This design comes from an exercise in tuning for small area, a short achievable clock period and few clock cycles per item on the open sky130 flow, not from production work.
At most, simulation tests tie the RTL to the original design; equivalence was not proved.
The RTL of run 2 was laid out without a check of its function.
No activity file was given, so power comes from the tool's default toggle rates.

<file path="design/flow/config.mk">
export PLATFORM = sky130hd
export DESIGN_NAME = arp_cache_lru_unit
export DESIGN_NICKNAME = arp_cache_lru_unit
export VERILOG_FILES = /design/flow/design.v
export SDC_FILE = /design/flow/constraint.sdc
export NUM_CORES = 4
export LEC_CHECK = 0
export ABC_AREA = 1
export CAP_MARGIN = 20
export CORE_MARGIN = 2
export CORE_UTILIZATION = 40
export CTS_CLUSTER_DIAMETER = 120
export CTS_CLUSTER_SIZE = 25
export SETUP_SLACK_MARGIN = 2.6
export SLEW_MARGIN = 20
</file>
<file path="design/flow/constraint.sdc">
create_clock -name core_clock -period 5.0 [get_ports {clk}]
set_input_delay 1.0000 -clock core_clock [delete_from_list [all_inputs] [get_ports {clk}]]
set_output_delay 1.0000 -clock core_clock [all_outputs]
set_load 0.01 [all_outputs]
</file>
<file path="design/flow/design.v">
`timescale 1ns / 1ps
package acl_pkg;
	localparam int ENTRIES = 16;
	localparam int IDX_W   = 4;
	localparam int IP_W    = 32;
	localparam int MAC_W   = 48;
	localparam int SLOT_W  = 4;
	localparam int CFG_W   = 32;
	localparam logic CFG_OWN_IP = 1'b0;
	localparam logic CFG_MASK   = 1'b1;
	localparam logic CMD_LOOKUP = 1'b0;
	localparam logic CMD_LEARN  = 1'b1;
endpackage
`timescale 1ns / 1ps
module acl_cell (
	input  logic                       clk,
	input  logic                       we_ip,
	input  logic                       we_mac,
	input  logic [acl_pkg::IP_W-1:0]   wr_ip,
	input  logic [acl_pkg::MAC_W-1:0]  wr_mac,
	input  logic [acl_pkg::IP_W-1:0]   cmp_ip,
	output logic                       eq,
	output logic [acl_pkg::MAC_W-1:0]  mac
);
	logic [acl_pkg::IP_W-1:0] ip_q;
	logic [acl_pkg::MAC_W-1:0] mac_q;
	always_ff @(posedge clk) begin
		if (we_ip)  ip_q  <= wr_ip;
		if (we_mac) mac_q <= wr_mac;
	end
	assign eq  = (ip_q == cmp_ip);
	assign mac = mac_q;
endmodule
`timescale 1ns / 1ps
module arp_cache_lru_unit (
	input  logic              clk,
	input  logic              arst_n,
	input  logic              in_valid,
	output logic              in_stall,
	input  logic              command,
	input  logic [acl_pkg::IP_W-1:0]   ip_addr,
	input  logic [acl_pkg::MAC_W-1:0]  mac_addr,
	output logic              out_valid,
	input  logic              out_stall,
	output logic [acl_pkg::MAC_W-1:0]  found_mac,
	output logic              hit,
	output logic              is_bcast,
	output logic [acl_pkg::SLOT_W-1:0] slot_used,
	input  logic              cfg_we,
	input  logic              cfg_index,
	input  logic [acl_pkg::CFG_W-1:0]  cfg_data
);
	localparam int N     = acl_pkg::ENTRIES;
	localparam int IP_W  = acl_pkg::IP_W;
	localparam int MAC_W = acl_pkg::MAC_W;
	logic [IP_W-1:0]  own_ip_q;
	logic [IP_W-1:0]  mask_q;
	logic             w_vld_q;
	logic             w_cmd_q;
	logic             w_learn_q;      
	logic             w_mac_nz_q;
	logic             w_mac_n1_q;
	logic             w_bcast_q;
	logic [N-1:0]     w_match_q;      
	logic             w_hit_q;        
	logic [3:0]       w_midx_q;       
	logic [IP_W-1:0]  w_ip_q;
	logic [MAC_W-1:0] w_mac_q;
	logic [N-1:0]     used_q;
	logic [3:0]       lru_q [1:N-1];
	logic [N-1:0]     oldest_q;       
	logic             out_valid_q;
	logic [MAC_W-1:0] found_q;
	logic             hit_q;
	logic             bcast_q;
	logic [3:0]       slot_q;
	logic             stall;
	logic             in_xfer;
	logic [N-1:0]     eq;
	logic [MAC_W-1:0] ent_mac [N];
	logic [N-1:0]     in_match;
	logic             in_same;
	logic             in_bcast;
	logic             w_acc;
	logic             w_hit;
	logic             w_wr;
	logic             w_evict;
	logic             in_hit;
	logic             wr_hit;
	logic             wr_miss;
	logic [N-1:0]     first_empty;
	logic [3:0]       in_idx;
	logic [N-1:0]     oldest;
	logic [N-1:0]     pos_hit;
	logic [N-1:0]     shift;
	logic [N-1:0]     alt;
	logic [N-1:0]     target;
	logic [N-1:0]     we;
	logic [N-1:0]     we_ip;
	logic [3:0]       tgt_idx;
	logic [MAC_W-1:0] sel_mac;
	logic [MAC_W-1:0] res_found;
	logic             res_hit;
	logic             res_bcast;
	logic [3:0]       res_slot;
	assign stall    = out_valid_q && out_stall;
	assign in_stall = out_stall;
	assign in_xfer  = in_valid && !out_stall;
	always_ff @(posedge clk or negedge arst_n) begin
		if (!arst_n) begin
			own_ip_q <= '0;
			mask_q   <= '0;
		end else if (cfg_we) begin
			if (cfg_index == acl_pkg::CFG_MASK) mask_q <= cfg_data;
			else                                own_ip_q <= cfg_data;
		end
	end
	for (genvar g = 0; g < N; g++) begin : g_ent
		acl_cell u_cell (
			.clk    (clk),
			.we_ip  (we_ip[g]),
			.we_mac (we[g]),
			.wr_ip  (w_ip_q),
			.wr_mac (w_mac_q),
			.cmp_ip (ip_addr),
			.eq     (eq[g]),
			.mac    (ent_mac[g])
		);
	end
	assign in_match = eq & used_q;
	assign in_same  = (ip_addr == w_ip_q);
	assign in_bcast = (ip_addr == '1) ||
		((mask_q != '0) && (ip_addr == (own_ip_q | ~mask_q)));
	assign w_wr    = w_vld_q && w_acc;
	assign w_evict = w_wr && !w_hit && used_q[N-1];
	assign in_hit  = (in_same && w_wr) || (|in_match && !(|(eq & oldest) && w_evict));
	always_ff @(posedge clk or negedge arst_n) begin
		if (!arst_n) begin
			w_vld_q <= 1'b0;
		end else if (!stall) begin
			w_vld_q <= in_xfer;
		end
	end
	always_ff @(posedge clk) begin
		if (in_xfer) begin
			w_cmd_q    <= command;
			w_learn_q  <= (command == acl_pkg::CMD_LEARN) && (ip_addr != '0);
			w_mac_nz_q <= (mac_addr != '0);
			w_mac_n1_q <= (mac_addr != '1);
			w_bcast_q  <= in_bcast;
			w_match_q  <= (in_match & ~we) | (we & {N{in_same}});
			w_hit_q    <= in_hit;
			w_midx_q   <= (in_same && w_wr) ? tgt_idx : in_idx;
			w_ip_q     <= ip_addr;
			w_mac_q    <= mac_addr;
		end
	end
	assign w_acc = w_learn_q && w_mac_nz_q && w_mac_n1_q;
	assign w_hit = w_hit_q;
	always_comb begin
		for (int i = 0; i < N; i++) begin
			first_empty[i] = !used_q[i] && ((i == 0) || used_q[(i == 0) ? 0 : i-1]);
		end
	end
	assign oldest  = oldest_q;
	assign alt     = used_q[N-1] ? oldest : first_empty;
	assign wr_hit  = w_vld_q && w_acc && w_hit;
	assign wr_miss = w_vld_q && w_acc && !w_hit;
	assign we      = ({N{wr_hit}} & w_match_q) | ({N{wr_miss}} & alt);
	assign we_ip   = {N{wr_miss}} & alt;
	assign target  = w_hit ? w_match_q : alt;
	always_ff @(posedge clk or negedge arst_n) begin
		if (!arst_n) begin
			used_q <= '0;
		end else if (!stall) begin
			used_q <= used_q | we;
		end
	end
	always_comb begin
		pos_hit[0] = used_q[N-1] && |(oldest_q & w_match_q);
		for (int m = 1; m < N; m++) begin
			pos_hit[m] = used_q[N-1-m] && (lru_q[m] == w_midx_q);
		end
		for (int m = 0; m < N; m++) begin
			shift[m] = wr_miss || (wr_hit && |(pos_hit & ~(N'('1) << (m + 1))));
		end
	end
	always_ff @(posedge clk) begin
		if (!stall) begin
			if (shift[0]) oldest_q <= N'(1) << lru_q[1];
			for (int m = 1; m < N-1; m++) begin
				if (shift[m]) lru_q[m] <= lru_q[m+1];
			end
			if (shift[N-1]) lru_q[N-1] <= tgt_idx;
		end
	end
	always_comb begin
		in_idx = '0;
		for (int i = 0; i < N; i++) begin
			if (in_match[i]) in_idx = in_idx | 4'(i);
		end
	end
	always_comb begin
		tgt_idx = '0;
		sel_mac = '0;
		for (int i = 0; i < N; i++) begin
			if (target[i])    tgt_idx = tgt_idx | 4'(i);
			if (w_match_q[i]) sel_mac = sel_mac | ent_mac[i];
		end
	end
	always_comb begin
		if (w_cmd_q == acl_pkg::CMD_LOOKUP) begin
			res_found = w_bcast_q ? '1 : sel_mac;
			res_hit   = w_bcast_q || w_hit;
			res_bcast = w_bcast_q;
			res_slot  = (w_bcast_q || !w_hit) ? 4'd0 : tgt_idx;
		end else begin
			res_found = '0;
			res_hit   = w_acc;
			res_bcast = 1'b0;
			res_slot  = w_acc ? tgt_idx : 4'd0;
		end
	end
	always_ff @(posedge clk or negedge arst_n) begin
		if (!arst_n) begin
			out_valid_q <= 1'b0;
			found_q     <= '0;
			hit_q       <= 1'b0;
			bcast_q     <= 1'b0;
			slot_q      <= '0;
		end else if (!stall) begin
			out_valid_q <= w_vld_q;
			found_q     <= res_found;
			hit_q       <= res_hit;
			bcast_q     <= res_bcast;
			slot_q      <= res_slot;
		end
	end
	assign out_valid = out_valid_q;
	assign found_mac = found_q;
	assign hit       = hit_q;
	assign is_bcast  = bcast_q;
	assign slot_used = slot_q;
endmodule
</file>
<file path="design/flow/standard.sh">
#!/bin/bash
# synth_recipe.tcl (not shown) runs the flow's synth.tcl, then flattens the netlist and writes it again
# the make line also repeats each setting of config.mk as NAME=value (left out here)
make -C /OpenROAD-flow-scripts/flow DESIGN_CONFIG=/design/flow/config.mk WORK_HOME=/design/flow/orfs CLKGATE_MAP_FILE= SYNTH_SCRIPT=/design/flow/synth_recipe.tcl "${@:-finish}"
</file>
<file path="design/flow/flow/run.sh">
#!/bin/bash
# The standard layout, except that port buffering uses a plain buffer cell
# instead of the delay cell it picks by default.
set -e
export BUFFER_PORTS_ARGS="-buffer_cell sky130_fd_sc_hd__buf_2"
bash standard.sh > standard.log 2>&1
</file>
==> results of run 1 <==
==> logic make-up (layout without fill, tap and decap cells) <==
| logic type | count (synthesis) | in the layout | synth area share |
|---|---|---|---|
| AND/OR/NAND/NOR | 2309 | 2311 | 0.148 |
| flip-flops | 1598 | 1598 | 0.718 |
| buffers and inverters | 577 | 863 | 0.0425 |
| XOR/XNOR | 400 | 400 | 0.0533 |
| AO/OA/AOI/OAI | 381 | 382 | 0.0383 |
| other | 0 | 2 | 0 |
==> worst paths after layout <==
kind,endpoint,cells past startpoint
worst max-delay path,slot_used[3],1
worst min-delay path,found_q[43],1
worst max register to register,found_q[15],6
worst min register to register,lru_q[12][2],0
max in group asynchronous,own_ip_q[16],2
min in group core_clock,w_mac_q[47],1
==> stage by stage <==
stage / worst slack (ns) / instances / instance area [um2]
3_5_place_dp: 1.31 / 7504 / 69200
2_1_floorplan: 2.00 / 5265 / 66100
3_3_place_gp: 1.33 / 7503 / 69200
5_1_grt: 2.56 / 7729 / 73200
6_report: 2.61 / 7731 / 73200
4_1_cts: 2.57 / 7698 / 72600
==> per-layer routing <==
metal / GRT usage / vias up / wire (um)
met1: 0.347 / 21382 / 86300
met3: 0.0366 / 280 / 19900
li1: - / 18600 / -
met2: 0.370 / 2012 / 92200
met4: 0.0653 / 12 / 5910
met5: 0 / - / 79
==> state kept, by name, indices dropped and copies added, names as in the netlist, 16 cells and up <==
signal / cells
own_ip_q: 32
oldest_q: 16
used_q: 16
g_ent.u_cell.ip_q: 512
w_match_q: 16
g_ent.u_cell.mac_q: 768
w_mac_q: 48
mask_q: 32
lru_q: 60
w_ip_q: 32
found_q: 48
==> placed cells by master, fill, tap and decap left out, types with 16 or more instances in the layout <==
cell / Yosys / final
nor2_4: 4 / 38
nand4_1: 156 / 156
o21ai_0: 127 / 116
edfxtp_1: 1462 / 1462
a22o_1: 70 / 70
clkbuf_16: 0 / 78
clkbuf_1: 100 / 46
a21oi_1: 57 / 49
nor2_1: 229 / 184
or2_1: 21 / 21
inv_2: 30 / 21
nor2_2: 14 / 27
o21ai_1: 13 / 16
a211oi_1: 35 / 35
nor3_1: 46 / 43
buf_4: 14 / 148
dfrtp_1: 136 / 124
xnor2_1: 344 / 343
xor2_1: 55 / 55
nand2_1: 1557 / 1547
a221oi_1: 49 / 49
buf_12: 0 / 30
buf_6: 66 / 33
inv_1: 323 / 311
nand3_1: 203 / 201
buf_2: 14 / 142
nor4_1: 44 / 43
==> power by group <==
group	internal, mW	switching (mW)
Sequential	14.8	0.238
Clock	2.93	4.33
Combinational	0.476	1.07
==> cell usage after synthesis (all sizes together) <==
library cell  number  area share
a211oi            36      0.0042
a21o               3     0.00034
a21oi             57      0.0043
a221oi            50      0.0067
a22o              70      0.0093
a31oi              3     0.00028
and2               1     0.00013
buf              113       0.016
clkbuf           100      0.0057
clkinv             2     0.00011
dfrtp            136       0.052
edfxtp          1462        0.67
inv              362       0.021
nand2           1564       0.089
nand2b             1    0.000095
nand3            206       0.016
nand3b             1     0.00011
nand4            156       0.015
nor2             248       0.015
nor3              47      0.0036
nor4              45      0.0044
o2111ai            2     0.00027
o211ai             5     0.00057
o21a               2     0.00023
o21ai            140       0.011
o21bai             1     0.00011
o22ai             11      0.0011
o31ai              1     0.00011
or2               38      0.0036
or3                1    0.000095
or4                1     0.00011
xnor2            345       0.046
xor2              55      0.0073
==> area by class of cell <==
class | instances | area, um2 | area share
inverters | 364 | 1560 | 0.0213
clock inverters | 11 | 228 | 0.00311
clock buffers | 121 | 2050 | 0.0280
repair inverters | 1 | 11.3 | 0.000154
well taps | 2175 | 2720 | 0.0372
diodes | 2 | 5.00 | 0.0000683
flip-flops and latches | 1598 | 47300 | 0.646
repair buffers | 366 | 3050 | 0.0417
multi-input cells | 3093 | 16300 | 0.222
==> repair_timing <==
item | in CTS | in global routing
endpoints found under the setup margin | 1328 | 456
endpoints found under the hold margin | 0 | 0
buffers inserted | 57 | 26
cloned | 5 | 4
pin swaps | 20 | 15
resized for setup | 129 | 101
==> results.ini, run 1 <==
[floorplan]
ios = 175
die_x_um = 410
dieArea_um2 = 168000
dieHeight_um = 410
num_rows = 148
initial_core_util = 0.404
core_um2 = 163000

[synth]
ys.warnings.count = 5
netlist_area_um2 = 65900
synth_cell_type_count = 54
syn_inst = 5265
synth.avg_cell_area_um2 = 12.5
synth_nets = 5384
ys_seq_area_frac = 0.718
ys_ff_latch = 1598

[finish]
nFillCells = 14728
final_util = 0.449
drive_above_1_share = 0.116
nets = 5618
syn_to_final_growth_pct = 11.2

[clock_network]
clk_path_buf_depth = 3
path_clk_slew_ns = 0.10
cts_root_buf = clkbuf_16
h-tree-depth = 3
cts_buffers = 75
cts_tree = done
worstSkewPairLatency_ns = 0.75
hold_buffers = 0
cts_sinks = 1598

[drt]
routedWlPerCell_um = 26.4
drc_errors = 0
first_pass_iters = 6
viasPerCell = 5.47
dr.first_iter.drc_count = 5437
vias = 42286
wirelength_um = 204000
antenna_left = 0

[global_routing]
grt_max_degree = 77
antenna_found_initial = 12
grt-ovfl-total = 0
grt_first_pass_wirelength_um = 287000
grtUsageTotal = 0.238
first_global_vias = 39503

[critical_path]
critical_path_class = reg -> out
worstPathRequired_ns = 4.00
endpoint_kind = output port
r2r_slack_ns = 2.62
slowest_stage = dfrtp_1
cp-start-kind = register
max_stage_delay_ns = 0.48
worstPathMaxFanout = 2
path_delay_family = flip-flops
critPathBufInv = 1
startpoint = slot_q[3]
r2r_start = w_bcast_q
cp_cell_sequence = buf_2
crit_arrival_ns = 1.39

[placement]
gp_congestion = 0.923
numPortBuffers = 174
hpwl_um = 121000

[power]
vdd_drop_max_uv = 304
power.leakage_nw = 26.2
power_per_cell_area_nw_per_um2 = 326
finalPower_mw = 23.9

[hold_path]
hold_path_class = in -> async

[sta]
setup_violations = 0
whs_ns = 0.262
finalCritPeriodShare = 0.479
maxSlewHeadroom = 0.326
fmax_mhz = 418
hold_violations = 0
worst_slew_pin_slew_ns = 1.01
period_needed_ns = 2.39
slew_violations = 0
setup_tns_ns = 0
skew_ns = 0.0664
rsz0062_at_grt = yes

[run_status]
status = finished clean

[run]
drv_cap = 0

Testbench counts, summed over its fixed seeds: cycles 8,016, items 8,000.
==> inputs of run 2 (changes only) <==
--- a/design/flow/design.v
+++ b/design/flow/design.v
@@ -225,14 +225,14 @@
 		if (!arst_n) begin
 			out_valid_q <= 1'b0;
-			found_q     <= '0;
-			hit_q       <= 1'b0;
-			bcast_q     <= 1'b0;
-			slot_q      <= '0;
 		end else if (!stall) begin
 			out_valid_q <= w_vld_q;
-			found_q     <= res_found;
-			hit_q       <= res_hit;
-			bcast_q     <= res_bcast;
-			slot_q      <= res_slot;
+		end
+	end
+	always_ff @(posedge clk) begin
+		if (!stall) begin
+			found_q <= res_found;
+			hit_q   <= res_hit;
+			bcast_q <= res_bcast;
+			slot_q  <= res_slot;
 		end
 	end
==> run 2 against run 1 <==
  * Highest routed layer unchanged
  * Critical path type is now in -> reg
  * Sequential share of layout area up 0.50 points
  * Clock power down 1%
  * Largest cell class unchanged
  * Flip-flop and latch count unchanged
  * Maximum frequency down 3.3%
  * First-iteration DRC count down 2.1%
  * Clock skew down 0.022 ns
  * Design area down 0.22%
  * Routed wire length up 1.4%
==> results.ini, run 2 <==
[power]
vdd_drop_max_uv = 293  ; -3.5%
power.leakage_nw = 25.9  ; -0.80%
power_per_cell_area_nw_per_um2 = 325  ; -0.18%

[global_routing]
antenna_found_initial = 6  ; -6
grtUsageTotal = 0.242  ; +0.00409
grt-ovfl-total = 0  ; unchanged
grt_first_pass_wirelength_um = 289000  ; +0.41%
first_global_vias = 38400  ; -2.8%
grt_max_degree = 65  ; -16%

[clock_network]
worstSkewPairLatency_ns = 0.75  ; about the same
cts_root_buf = clkbuf_16
path_clk_slew_ns = 0.11  ; about the same
clk_path_buf_depth = 3  ; unchanged
cts_sinks = 1598  ; unchanged
cts_buffers = 75  ; unchanged
cts_tree = done
h-tree-depth = 3  ; unchanged

[finish]
drive_above_1_share = 0.120  ; +0.00388
top_regs = g_ent.u_cell.mac_q: 768 flops, g_ent.u_cell.ip_q: 512 flops, lru_q: 60 flops
regMostFlops = g_ent.u_cell.mac_q
final_common_cell = edfxtp_1
syn_to_final_growth_pct = 11.8
nets = 5493  ; -2.2%
final_cell_mix = edfxtp_1 (1,516), nand2_1 (1,413), inv_1 (340)
post-route-cell-area_um2 = 73100  ; -0.22%
largest_reg_flops = 768  ; unchanged

[sta]
rsz0062_at_grt = yes
worst_slew_pin_slew_ns = 1.27  ; +0.265 ns
finalCritPeriodShare = 0.495  ; +0.0165
skew_ns = 0.0444  ; -0.0220 ns
setup_tns_ns = 0  ; unchanged
maxSlewHeadroom = 0.146  ; -0.180
fmax_mhz = 404  ; -3.3%
hold_violations = 0  ; unchanged
period_needed_ns = 2.48  ; +0.0827 ns
slew_violations = 0  ; unchanged
setup_violations = 0  ; unchanged

[synth]
synth_nets = 5219  ; -3.1%
synth_common_cells = edfxtp_1 (1,516), nand2_1 (1,416), inv_1 (355)
synth_top_area_share = 0.696  ; +0.0299
yosysMostFrequentCell = edfxtp_1
ys_seq_area_frac = 0.728  ; +0.00961
synth_edf_count = 1516  ; +3.7%
synth.avg_cell_area_um2 = 12.8  ; +2.5%
ys.warnings.count = 5  ; unchanged
synth_ff_type = edfxtp_1
synth_cell_type_count = 52  ; -3.7%
syn_inst = 5100  ; -3.1%
synth_area_leader_cell = edfxtp_1
netlist_area_um2 = 65400  ; -0.76%
synth-async-reset-ratio = 0.0513  ; -0.0338
synth_area_leaders = edfxtp_1 (70%), nand2_1 (8.1%), xnor2_1 (4.4%)
ys_ff_latch = 1598  ; unchanged

[critical_path]
worstPathRequired_ns = 5.52  ; +1.52 ns
r2r_slack_ns = 2.56  ; -0.06 ns
cp-start-kind = primary input
critPathBufInv = 2  ; +1
endpoint_kind = register
startpoint = ip_addr[3]
crit_arrival_ns = 3.00  ; +1.61 ns
worst_path_most_repeated_cell = nand2_1
reg2regPathDepth = 7  ; +1
slowest_stage = or2_2
crit_path_end = w_hit_q
path_depth = 13  ; +12
max_stage_delay_ns = 0.34  ; -0.14 ns
worstPathMaxFanout = 19  ; +17
cp_cell_sequence = buf_4 > inv_2 > or2_2 > nand3_1 > nor2_1 > nand2_1 > nor2_1 > nand3_1 > nand4_1 > nor2_1 > nand2_1 > nand2_1 > nand2_1
critical_path_class = in -> reg
path_delay_family = simple AND/OR/NAND/NOR gates
r2r_start = used_q[8]
r2r_end = g_ent[9].u_cell.mac_q[29]

[floorplan]
core_um2 = 163000  ; -0.34%
dieArea_um2 = 167000  ; -0.75%
num_rows = 148  ; unchanged
ios = 175  ; unchanged
dieHeight_um = 408  ; -0.38%
die_x_um = 408  ; -0.38%
initial_core_util = 0.402  ; -0.00168

[drt]
viasPerCell = 5.45  ; -0.34%
drc_errors = 0  ; unchanged
antenna_left = 0  ; unchanged
routedWlPerCell_um = 27.3  ; +3.4%
wirelength_um = 207000  ; +1.4%
first_pass_iters = 8  ; +2
vias = 41302  ; -2.3%
dr.first_iter.drc_count = 5321  ; -2.1%

[placement]
placed_area_um2 = 68900  ; -0.49%
numPortBuffers = 174  ; unchanged
gp_congestion = 0.939  ; +1.7%
hpwl_um = 123000  ; +2.0%

[hold_path]
hold_path_class = in -> async

[run_status]
status = finished clean

[run]
drv_cap = 0  ; unchanged

==> run 2: cell types whose count changed after synthesis, moves of 17 or more <==
cell | previous run | this run
a2111oi_0 | 0 | 23
nand3_1 | 203 | 139
xor2_1 | 55 | 76
a221oi_1 | 49 | 79
dfrtp_1 | 136 | 82
inv_1 | 323 | 355
nor3_1 | 46 | 17
buf_6 | 66 | 42
nand2_1 | 1557 | 1416
buf_4 | 14 | 31
edfxtp_1 | 1462 | 1516
nor2_1 | 229 | 282
or2_1 | 21 | 1
==> run 2: cell type report <==
| class | instances | area (um2) |
|---|---|---|
| diodes | 2 | 5.00 |
| clock buffers | 92 | 1980 |
| clock inverters | 11 | 216 |
| fillers | 14771 | 89500 |
| inverters | 380 | 1540 |
| multi-input cells | 2923 | 15700 |
| flip-flops and latches | 1598 | 47600 |
| well taps | 2175 | 2720 |
| repair buffers | 394 | 3310 |
| repair inverters | 2 | 15.0 |
==> run 2: per-stage QoR <==
step                      std cells  power (mW)  hold slack [ns]  setup slack (ns)  utilization
after floorplan                5100        16.1            0.426              1.98            -
after global placement         7330        16.8            0.454              1.37        0.423
after detailed placement       7335        16.8            0.449              1.39        0.424
after CTS                      7537        23.8            0.249              2.51        0.446
after global routing           7575        24.4            0.298              2.49        0.449
final                          7577        23.8            0.278              2.52        0.449
==> run 2: power by group <==
group	internal (mW)	switching, mW
logic	0.442	1.05
registers	14.9	0.228
clock network	2.90	4.27
total	18.2	5.54
==> run 2: cells by family (layout without fill, tap and decap cells) <==
logic type,Yosys count,in the layout,share of synthesized area
AO/OA/AOI/OAI,417,417,0.0437
buffers and inverters,585,879,0.0409
other,0,2,0
AND/OR/NAND/NOR,2093,2099,0.133
XOR/XNOR,407,407,0.0545
flip-flops,1598,1598,0.728
==> run 2: repair_timing <==
action / CTS / global route
gates cloned: 9 / 5
pin swaps: 28 / 6
endpoints found under the setup margin: 1415 / 294
buffers inserted: 90 / 33
hold buffers: 0 / 0
resized for setup: 120 / 80
==> run 2: how the worst min path moves through the flow <==
| stage | to | slack (ns) | from |
|---|---|---|---|
| after floorplan | lru_q[14][0] | 0.43 | lru_q[15][0] |
| after global placement | lru_q[14][0] | 0.45 | lru_q[15][0] |
| after detailed placement | lru_q[5][0] | 0.45 | lru_q[6][0] |
| after CTS | mask_q[15] | 0.25 | arst_n |
| after global routing | mask_q[14] | 0.30 | arst_n |
| final | own_ip_q[12] | 0.28 | arst_n |
==> run 2: per-layer routing <==
metal | up-vias | wire length (um) | global-route usage
met2 | 1960 | 96800 | 0.385
met3 | 343 | 17600 | 0.0388
met1 | 20769 | 83800 | 0.335
li1 | 18224 | - | -
met5 | - | 36 | 0
met4 | 6 | 9010 | 0.0904
==> run 2: worst register-to-register path, stage by stage (launching register included) <==
cell and delay [ns]:
dfrtp_1 0.49, inv_1 0.14, o31ai_1 0.22, inv_1 0.12, nand2_1 0.09, o21ai_0 0.22
nor2_4 0.38, buf_6 0.44
==> inputs of run 3 (changes only) <==
--- a/design/flow/design.v
+++ b/design/flow/design.v
@@ -225,14 +225,14 @@
 		if (!arst_n) begin
 			out_valid_q <= 1'b0;
+			found_q     <= '0;
+			hit_q       <= 1'b0;
+			bcast_q     <= 1'b0;
+			slot_q      <= '0;
 		end else if (!stall) begin
 			out_valid_q <= w_vld_q;
-		end
-	end
-	always_ff @(posedge clk) begin
-		if (!stall) begin
-			found_q <= res_found;
-			hit_q   <= res_hit;
-			bcast_q <= res_bcast;
-			slot_q  <= res_slot;
+			found_q     <= res_found;
+			hit_q       <= res_hit;
+			bcast_q     <= res_bcast;
+			slot_q      <= res_slot;
 		end
 	end
==> design/flow/flow/run.sh (replaced) <==
#!/bin/bash
# The standard layout, except that port buffering uses a plain buffer cell
# instead of the delay cell it picks by default, and clock tree synthesis adds
# no dummy loads.
set -e
export BUFFER_PORTS_ARGS="-buffer_cell sky130_fd_sc_hd__buf_2"
export CTS_ARGS="-sink_clustering_enable -repair_clock_nets -sink_clustering_size 25 -sink_clustering_max_diameter 120 -dont_use_dummy_load"
bash standard.sh > standard.log 2>&1
==> run 3 against run 2 <==
  * Still clean on timing, DRC and antenna
  * Total power decreased by 1.8%
  * Sequential share of layout area shrank 0.30 points
  * Maximum frequency rose by 2.4%
  * Via count up 2.2%
  * Critical endpoint is now lru_q[10][3]
  * Largest power group unchanged
  * Highest routed layer unchanged
==> results.ini, run 3 <==
[placement]
hpwl_um = 121000  ; -2.0%
dp_slack_ns = 1.31  ; -0.0761 ns
gp_congestion = 0.923  ; -1.7%
numPortBuffers = 174  ; unchanged

[synth]
netlist_area_um2 = 65900  ; +0.76%
synth_top_area_share = 0.667  ; -0.0299
syn_inst = 5265  ; +3.2%
ys_ff_latch = 1598  ; unchanged
yosysMostFrequentCell = nand2_1
synth_ff_type = edfxtp_1
synth_nets = 5384  ; +3.2%
synth_edf_count = 1462  ; -3.6%
synth_area_leaders = edfxtp_1 (67%), nand2_1 (8.9%), dfrtp_1 (5.2%)
synth_area_leader_cell = edfxtp_1
ys.warnings.count = 5  ; unchanged
synth_common_cells = nand2_1 (1,557), edfxtp_1 (1,462), xnor2_1 (344)
synth-async-reset-ratio = 0.0851  ; +0.0338
synth.avg_cell_area_um2 = 12.5  ; -2.4%
ys_seq_area_frac = 0.718  ; -0.00961
synth_cell_type_count = 54  ; +3.8%

[drt]
dr.first_iter.drc_count = 5324  ; +0.056%
wirelength_um = 204000  ; -1.6%
vias = 42190  ; +2.2%
viasPerCell = 5.49  ; +0.70%
routedWlPerCell_um = 26.5  ; -3.0%
first_pass_iters = 6  ; -2
drc_errors = 0  ; unchanged
antenna_left = 0  ; unchanged

[critical_path]
max_stage_delay_ns = 0.56  ; +0.22 ns
endpoint_kind = register
crit_arrival_ns = 2.77  ; -0.23 ns
slowest_stage = edfxtp_1
cp-start-kind = register
worstPathRequired_ns = 5.35  ; -0.17 ns
cp_cell_sequence = nand2_1 > nand2_1 > nor2_2 > nand4_1 > o21ai_4 > nand3_4 > nor2_4 > nand2_2 > nand2_2 > nand4_1
path_delay_family = simple AND/OR/NAND/NOR gates
worstPathMaxFanout = 6  ; -13
critPathBufInv = 0  ; -2
critical_path_class = reg -> reg

[finish]
largest_reg_flops = 768  ; unchanged
final_util = 0.448  ; -0.00190
diodes = 0  ; -2
nets = 5632  ; +2.5%
syn_to_final_growth_pct = 10.9
regMostFlops = g_ent.u_cell.mac_q
nFillCells = 14726  ; -0.30%
final_common_cell = nand2_1
final_cell_mix = nand2_1 (1,542), edfxtp_1 (1,462), xnor2_1 (343)
drive_above_1_share = 0.121  ; +0.000479
top_regs = g_ent.u_cell.mac_q: 768 flops, g_ent.u_cell.ip_q: 512 flops, lru_q: 60 flops

[global_routing]
grtUsageTotal = 0.238  ; -0.00444
grt_first_pass_wirelength_um = 287000  ; -0.62%
first_global_vias = 39261  ; +2.2%
grt-ovfl-total = 0  ; unchanged
antenna_found_initial = 9  ; +3
grt_max_degree = 77  ; +18%

[sta]
worst_slew_pin_slew_ns = 0.992  ; -0.280 ns
setup_violations = 0  ; unchanged
slew_violations = 0  ; unchanged
setup_slack_ns = 2.58  ; +0.0587 ns
rsz0062_at_grt = yes
hold_violations = 0  ; unchanged
period_needed_ns = 2.42  ; -0.0587 ns
setup_tns_ns = 0  ; unchanged
fmax_mhz = 414  ; +2.4%
maxSlewHeadroom = 0.336  ; +0.190
skew_ns = 0.103  ; +0.0590 ns
whs_ns = 0.265  ; -0.0135 ns
finalCritPeriodShare = 0.483  ; -0.0117

[clock_network]
h-tree-depth = 3  ; unchanged
path_clk_slew_ns = 0.10  ; about the same
clk_path_buf_depth = 3  ; unchanged
cts_sinks = 1598  ; unchanged
cts_tree = done
cts_root_buf = clkbuf_16
cts_buffers = 75  ; unchanged
worstSkewPairLatency_ns = 0.75  ; about the same

[floorplan]
core_um2 = 163000  ; +0.34%
dieHeight_um = 410  ; +0.38%
num_rows = 148  ; unchanged
initial_core_util = 0.404  ; +0.00168
die_x_um = 410  ; +0.38%
ios = 175  ; unchanged
dieArea_um2 = 168000  ; +0.76%

[hold_path]
hold_path_class = in -> async

[power]
vdd_drop_max_uv = 244  ; -17%
power.leakage_nw = 26.1  ; +0.61%
power_per_cell_area_nw_per_um2 = 320  ; -1.7%
finalPower_mw = 23.3  ; -1.8%

[run_status]
status = finished clean

[run]
drv_cap = 0  ; unchanged

## run 3: cell count changes after synthesis, sizes merged, moves of 16 or more
cell / change
nor3: +30
a221oi: -29
nor2: -37
a2111oi: -23
nand3: +64
dfrtp: +54
xor2: -21
nand2: +146
a211oi: +17
inv: -16
edfxtp: -54
## run 3: metrics by stage
| step | area [um2] | instances |
|---|---|---|
| 4_1_cts | 72100 | 7641 |
| 5_1_grt | 73000 | 7686 |
| 6_report | 73000 | 7686 |
| 3_5_place_dp | 69200 | 7504 |
| 2_1_floorplan | 66100 | 5265 |
| 3_3_place_gp | 69200 | 7503 |
## run 3: cell type report
class,count,area (um2),area share
multi-input cells,3093,16300,0.224
repair buffers,380,3180,0.0436
flip-flops and latches,1598,47300,0.648
inverters,364,1560,0.0213
clock buffers,75,1880,0.0257
well taps,2175,2720,0.0373
repair inverters,1,11.3,0.000154
## run 3: cell families after synthesis
logic type,after synthesis,share of synthesized area
XOR/XNOR,400,0.0533
buffers and inverters,577,0.0425
AO/OA/AOI/OAI,381,0.0383
flip-flops,1598,0.718
AND/OR/NAND/NOR,2309,0.148
## run 3: path summary, 6_finish.rpt
kind / startpoint / end / slack [ns] / depth (start not counted)
min in group core_clock: w_ip_q[13] / g_ent[8].u_cell.ip_q[13] / 0.42 / 0
max in group asynchronous: arst_n / mask_q[6] / 3.49 / 2
setup reg to reg: oldest_q[0] / lru_q[10][3] / 2.58 / 10
hold reg to reg: w_ip_q[13] / g_ent[8].u_cell.ip_q[13] / 0.42 / 0
hold / removal: arst_n / found_q[43] / 0.26 / 1
setup / recovery: oldest_q[0] / lru_q[10][3] / 2.58 / 10
## run 3: layer usage
| metal | vias to the layer above | GRT usage | wire length [um] | part of all wire |
|---|---|---|---|---|
| met3 | 266 | 0.0329 | 18700 | 0.092 |
| met2 | 1960 | 0.371 | 92200 | 0.45 |
| met5 | - | 0 | 62 | 0.00030 |
| met1 | 21400 | 0.348 | 87100 | 0.43 |
| met4 | 10 | 0.0643 | 5800 | 0.028 |
| li1 | 18554 | - | - | - |
## run 3: timing repair
item                       in CTS  in global routing
gates cloned                    5                  4
gates resized for setup       132                120
pin swaps                      19                 19
setup buffers                  57                 40
hold buffers                    0                  0
setup endpoints to repair    1291                405
## run 3: power breakdown
| group | internal (mW) | switching [mW] |
|---|---|---|
| clock network | 2.70 | 4.03 |
| registers | 14.8 | 0.237 |
| logic | 0.482 | 1.08 |
| total | 18.0 | 5.34 |
Testbench counts of run 3, summed over its fixed seeds: cycles 8,016, items 8,000.

==> separate check: timing with driven ports <==
The flow's constraints put no driver on any port. The routed layouts listed below were extracted and timed again, unchanged, in two steps.
Step 1 (the two cells are an assumption about what drives the block):
set clk [get_ports {clk}]
set_driving_cell -lib_cell sky130_fd_sc_hd__clkbuf_16 $clk
set_driving_cell -lib_cell sky130_fd_sc_hd__buf_2 [delete_from_list [all_inputs] $clk]
Step 2 adds t to the input delays and takes it off the output delays; t is the mean of the earliest and latest rising clock arrival at the registers after step 1. Input paths then give back, and output paths get back, about the clock's delay inside the block.
a / b / c = ideal / step 1 / step 2; a / b = the first two.
| run | t (ns) | slack for setup (ns) | latest minus earliest clock arrival (ns) | slew at the worst register clock pin (ns) |
|---|---|---|---|---|
| run 1 | 0.793 | 2.607 / 2.533 / 1.899 | 0.070 / 0.070 | 0.12 / 0.12 |
| run 2 | 0.812 | 2.524 / 2.446 / 1.756 | 0.051 / 0.051 | 0.12 / 0.12 |
| run 3 | 0.776 | 2.583 / 2.518 / 1.887 | 0.115 / 0.115 | 0.11 / 0.11 |
After both steps every run listed still meets setup and hold. The setup slack of run 2, which loses most, moves by -0.078 ns with the drivers and by -0.768 ns with both steps.
